Context: an optimization exercise on an open-source flow, tuned for small area, a short achievable clock period and few clock cycles. The choices shown serve that exercise and are no tape-out recipe. Function was checked by simulation only, so behaviour that the tests miss may differ from the original. No activity file was given, so power comes from the tool's default toggle rates.

## ex_top
module ex_top #(
    parameter int DATA_W = ex_pkg::DATA_W_DEF
) (
    input  logic              clk,
    input  logic              reset_i,
    input  logic              in_valid_i,
    output logic              in_ready_o,
    input  ex_pkg::alu_op_t   aluop_i,
    input  logic [DATA_W-1:0] reg1_i,
    input  logic [DATA_W-1:0] reg2_i,
    input  ex_pkg::reg_addr_t wd_i,
    input  logic              wreg_i,
    output logic              out_valid_o,
    input  logic              out_ready_i,
    output ex_pkg::reg_addr_t wd_o,
    output logic              wreg_o,
    output logic [DATA_W-1:0] wdata_o,
    output logic              overflow_o
);
    ex_pkg::alu_op_t     op;
    logic [DATA_W-1:0]   opa;
    logic [DATA_W-1:0]   opb;
    logic [DATA_W-1:0]   logic_res;
    logic [DATA_W-1:0]   shift_res;
    logic [DATA_W-1:0]   sum;
    logic                lt;
    logic [5:0]          clz;
    logic                ovf;
    logic                mul_signed;
    logic [3:0]          mul_one;
    logic [3:0]          mul_two;
    logic [3:0]          mul_neg;
    logic                mul_first;
    logic                mul_corr;
    logic [31:0]         mul_acc;
    logic [39:0]         mul_v;
    ex_ctrl #(.DATA_W(DATA_W)) u_ctrl (
        .clk          (clk),
        .reset_i      (reset_i),
        .in_valid_i   (in_valid_i),
        .in_ready_o   (in_ready_o),
        .aluop_i      (aluop_i),
        .reg1_i       (reg1_i),
        .reg2_i       (reg2_i),
        .wd_i         (wd_i),
        .wreg_i       (wreg_i),
        .out_valid_o  (out_valid_o),
        .out_ready_i  (out_ready_i),
        .wd_o         (wd_o),
        .wreg_o       (wreg_o),
        .wdata_o      (wdata_o),
        .overflow_o   (overflow_o),
        .op_o         (op),
        .opa_o        (opa),
        .opb_o        (opb),
        .logic_i      (logic_res),
        .shift_i      (shift_res),
        .sum_i        (sum),
        .lt_i         (lt),
        .clz_i        (clz),
        .ovf_i        (ovf),
        .mul_signed_o (mul_signed),
        .mul_one_o    (mul_one),
        .mul_two_o    (mul_two),
        .mul_neg_o    (mul_neg),
        .mul_first_o  (mul_first),
  ...
Size: roughly 3500 cells after synthesis, about 120 I/O pins, roughly 0.024 mm² of cells after synthesis.
export LEC_CHECK = 0
export ABC_AREA = 1
export CAP_MARGIN = 20
export CORE_MARGIN = 2
export CORE_UTILIZATION = 40
export SLEW_MARGIN = 20
create_clock -name core_clock -period 25.0 [get_ports {clk}]
standard.sh (not shown) runs the stock make flow with config.mk's settings and CLKGATE_MAP_FILE= SYNTH_SCRIPT=/design/flow/synth_recipe.tcl, a recipe that flattens the netlist after the stock synthesis.
==> flow/flow/run.sh <==
#!/bin/bash
# The standard layout, with repair_timing aiming at a shorter path than the
# 25 ns clock needs (a larger setup slack margin); constraints are unchanged.
set -euo pipefail
bash standard.sh SETUP_SLACK_MARGIN=19 finish > standard_flow.log 2>&1
Testbench counts at the start, summed over its fixed seeds: cycles 6,532.
Then changed:
--- a/flow/config.mk
+++ b/flow/config.mk
@@ -7,6 +7,5 @@
 export LEC_CHECK = 0
-export ABC_AREA = 1
 export CAP_MARGIN = 20
 export CORE_MARGIN = 2
-export CORE_UTILIZATION = 40
+export CORE_UTILIZATION = 60
 export SLEW_MARGIN = 20
Total power goes down by about 13%.
Global-route usage goes up by 9.5 points.
Register-to-register slack improves by 290 ps.
Core utilization goes up by 19 points.
First-iteration DRC count goes up by about 3%.
Non-clock buffer count goes down by 53.
Clock power goes down by 7.0%.
Synthesized area goes up by 2.6%.
Cell area goes down by 6.0%.
Then changed:
==> flow/flow/run.sh (replaced) <==
#!/bin/bash
# The standard layout, with repair_timing aiming at a shorter path than the
# 25 ns clock needs (a larger setup slack margin) and plain buffers (not delay
# cells) on the ports; constraints are unchanged.
set -euo pipefail
bash standard.sh SETUP_SLACK_MARGIN=19 "BUFFER_PORTS_ARGS=-buffer_cell sky130_fd_sc_hd__buf_2" finish > standard_flow.log 2>&1
--- a/flow/config.mk
+++ b/flow/config.mk
@@ -9,3 +9,3 @@
 export CORE_MARGIN = 2
-export CORE_UTILIZATION = 60
+export CORE_UTILIZATION = 40
 export SLEW_MARGIN = 20
The new run went through all stages and came out clean.
Sequential share of layout area went down by 0.18 points.
Worst setup slack improved by 39 ps.
Utilization goes down by 22 points.
Then changed:
--- a/flow/config.mk
+++ b/flow/config.mk
@@ -9,3 +9,3 @@
 export CORE_MARGIN = 2
-export CORE_UTILIZATION = 40
+export CORE_UTILIZATION = 50
 export SLEW_MARGIN = 20
After rerunning: Flip-flop and latch count is unchanged; wire length falls by 5.2%; final area decreases by 1.4%; setup slack degrades by 27 ps; total power barely changes.
Then changed:
--- a/flow/flow/run.sh
+++ b/flow/flow/run.sh
@@ -5,2 +5,2 @@
 set -euo pipefail
-bash standard.sh SETUP_SLACK_MARGIN=19 "BUFFER_PORTS_ARGS=-buffer_cell sky130_fd_sc_hd__buf_2" finish > standard_flow.log 2>&1
+bash standard.sh SETUP_SLACK_MARGIN=18.85 "BUFFER_PORTS_ARGS=-buffer_cell sky130_fd_sc_hd__buf_2" finish > standard_flow.log 2>&1
--- a/flow/config.mk
+++ b/flow/config.mk
@@ -9,3 +9,3 @@
 export CORE_MARGIN = 2
-export CORE_UTILIZATION = 50
+export CORE_UTILIZATION = 40
 export SLEW_MARGIN = 20
Effect: The new run completed without violations; worst hold slack degrades by 7.0 ps; global-route usage shrinks by 7.3 points; wire length grows by 2.9%; design area grows by 0.40%; clock power shrinks by about 3%.

run A:
Starting RTL as in the previous note.
clock: 25.0 ns
lec_check: 0
cap_margin: 20
core_margin: 2
core_utilization: 40
slew_margin: 20
tns_end_percent: 20
==> flow/flow/run.sh <==
#!/bin/bash
# The standard layout, with repair_timing aiming at a shorter path than the
# 25 ns clock needs (a larger setup slack margin) and plain buffers (not delay
# cells) on the ports; constraints are unchanged.
set -euo pipefail
bash standard.sh SETUP_SLACK_MARGIN=19 "BUFFER_PORTS_ARGS=-buffer_cell sky130_fd_sc_hd__buf_2" finish > standard_flow.log 2>&1
Run A reached the end of the flow, and the finished layout is clean on the timing, DRC and antenna checks.
Testbench counts of run A, summed over its fixed seeds: cycles 6,532.
Edits applied to the flow inputs when going from run A to run B:
Settings: TNS_END_PERCENT removed (was 20).
==> flow/flow/run.sh <==
#!/bin/bash
# The standard layout, with repair_timing aiming at a shorter path than the
# 25 ns clock needs (a larger setup slack margin); constraints are unchanged.
set -euo pipefail
bash standard.sh SETUP_SLACK_MARGIN=19 finish > standard_flow.log 2>&1
Findings:
- Run A leaves less setup margin than run B.
- When the final numbers for run B and run A were put side by side, the number of antenna violations at the first check in global routing turned out to be smaller in run B.
- Run B packs its core more tightly than run A.

==> port drivers added, routing unchanged <==
Ports are ideal in the flow. The routed layouts listed here were re-timed in OpenROAD. Step 1 (the two cells are an assumption about what drives the block):
set clk [get_ports {clk}]
set_driving_cell -lib_cell sky130_fd_sc_hd__clkbuf_16 $clk
set_driving_cell -lib_cell sky130_fd_sc_hd__buf_2 [delete_from_list [all_inputs] $clk]
Step 2 adds t to the input delays and takes it off the output delays; t is the mean of the earliest and latest rising clock arrival at the registers after step 1. Input paths then give back, and output paths get back, about the clock's delay inside the block. Slacks: no drivers / after step 1 / after step 2; pairs: no drivers / after step 1.
run | shift t [ns] | slack for setup (ns) | worst setup path after step 2 | slew at the worst register clock pin (ns) | worst slew at a driven data input, ns
the first run of note 1 | 0.625 | 18.752 / 18.692 / 18.365 | input to register | 0.08 / 0.08 | 0.05
the second run of note 1 | 0.617 | 18.755 / 18.699 / 18.478 | input to register | 0.07 / 0.07 | 0.06
the third run of note 1 | 0.621 | 18.794 / 18.739 / 18.525 | input to register | 0.08 / 0.08 | 0.08
the fourth run of note 1 | 0.627 | 18.767 / 18.711 / 18.744 | input to register | 0.07 / 0.07 | 0.05
the fifth run of note 1 | 0.631 | 18.742 / 18.686 / 18.461 | input to register | 0.07 / 0.07 | 0.05
run A | 0.673 | 18.717 / 18.654 / 18.668 | input to register | 0.07 / 0.07 | 0.04
run B | 0.641 | 18.772 / 18.711 / 18.435 | input to register | 0.08 / 0.08 | 0.06
After both steps every run listed still meets setup and hold. The setup slack of the first run of note 1, which loses most, moves by -0.060 ns with the drivers and by -0.387 ns with both steps.
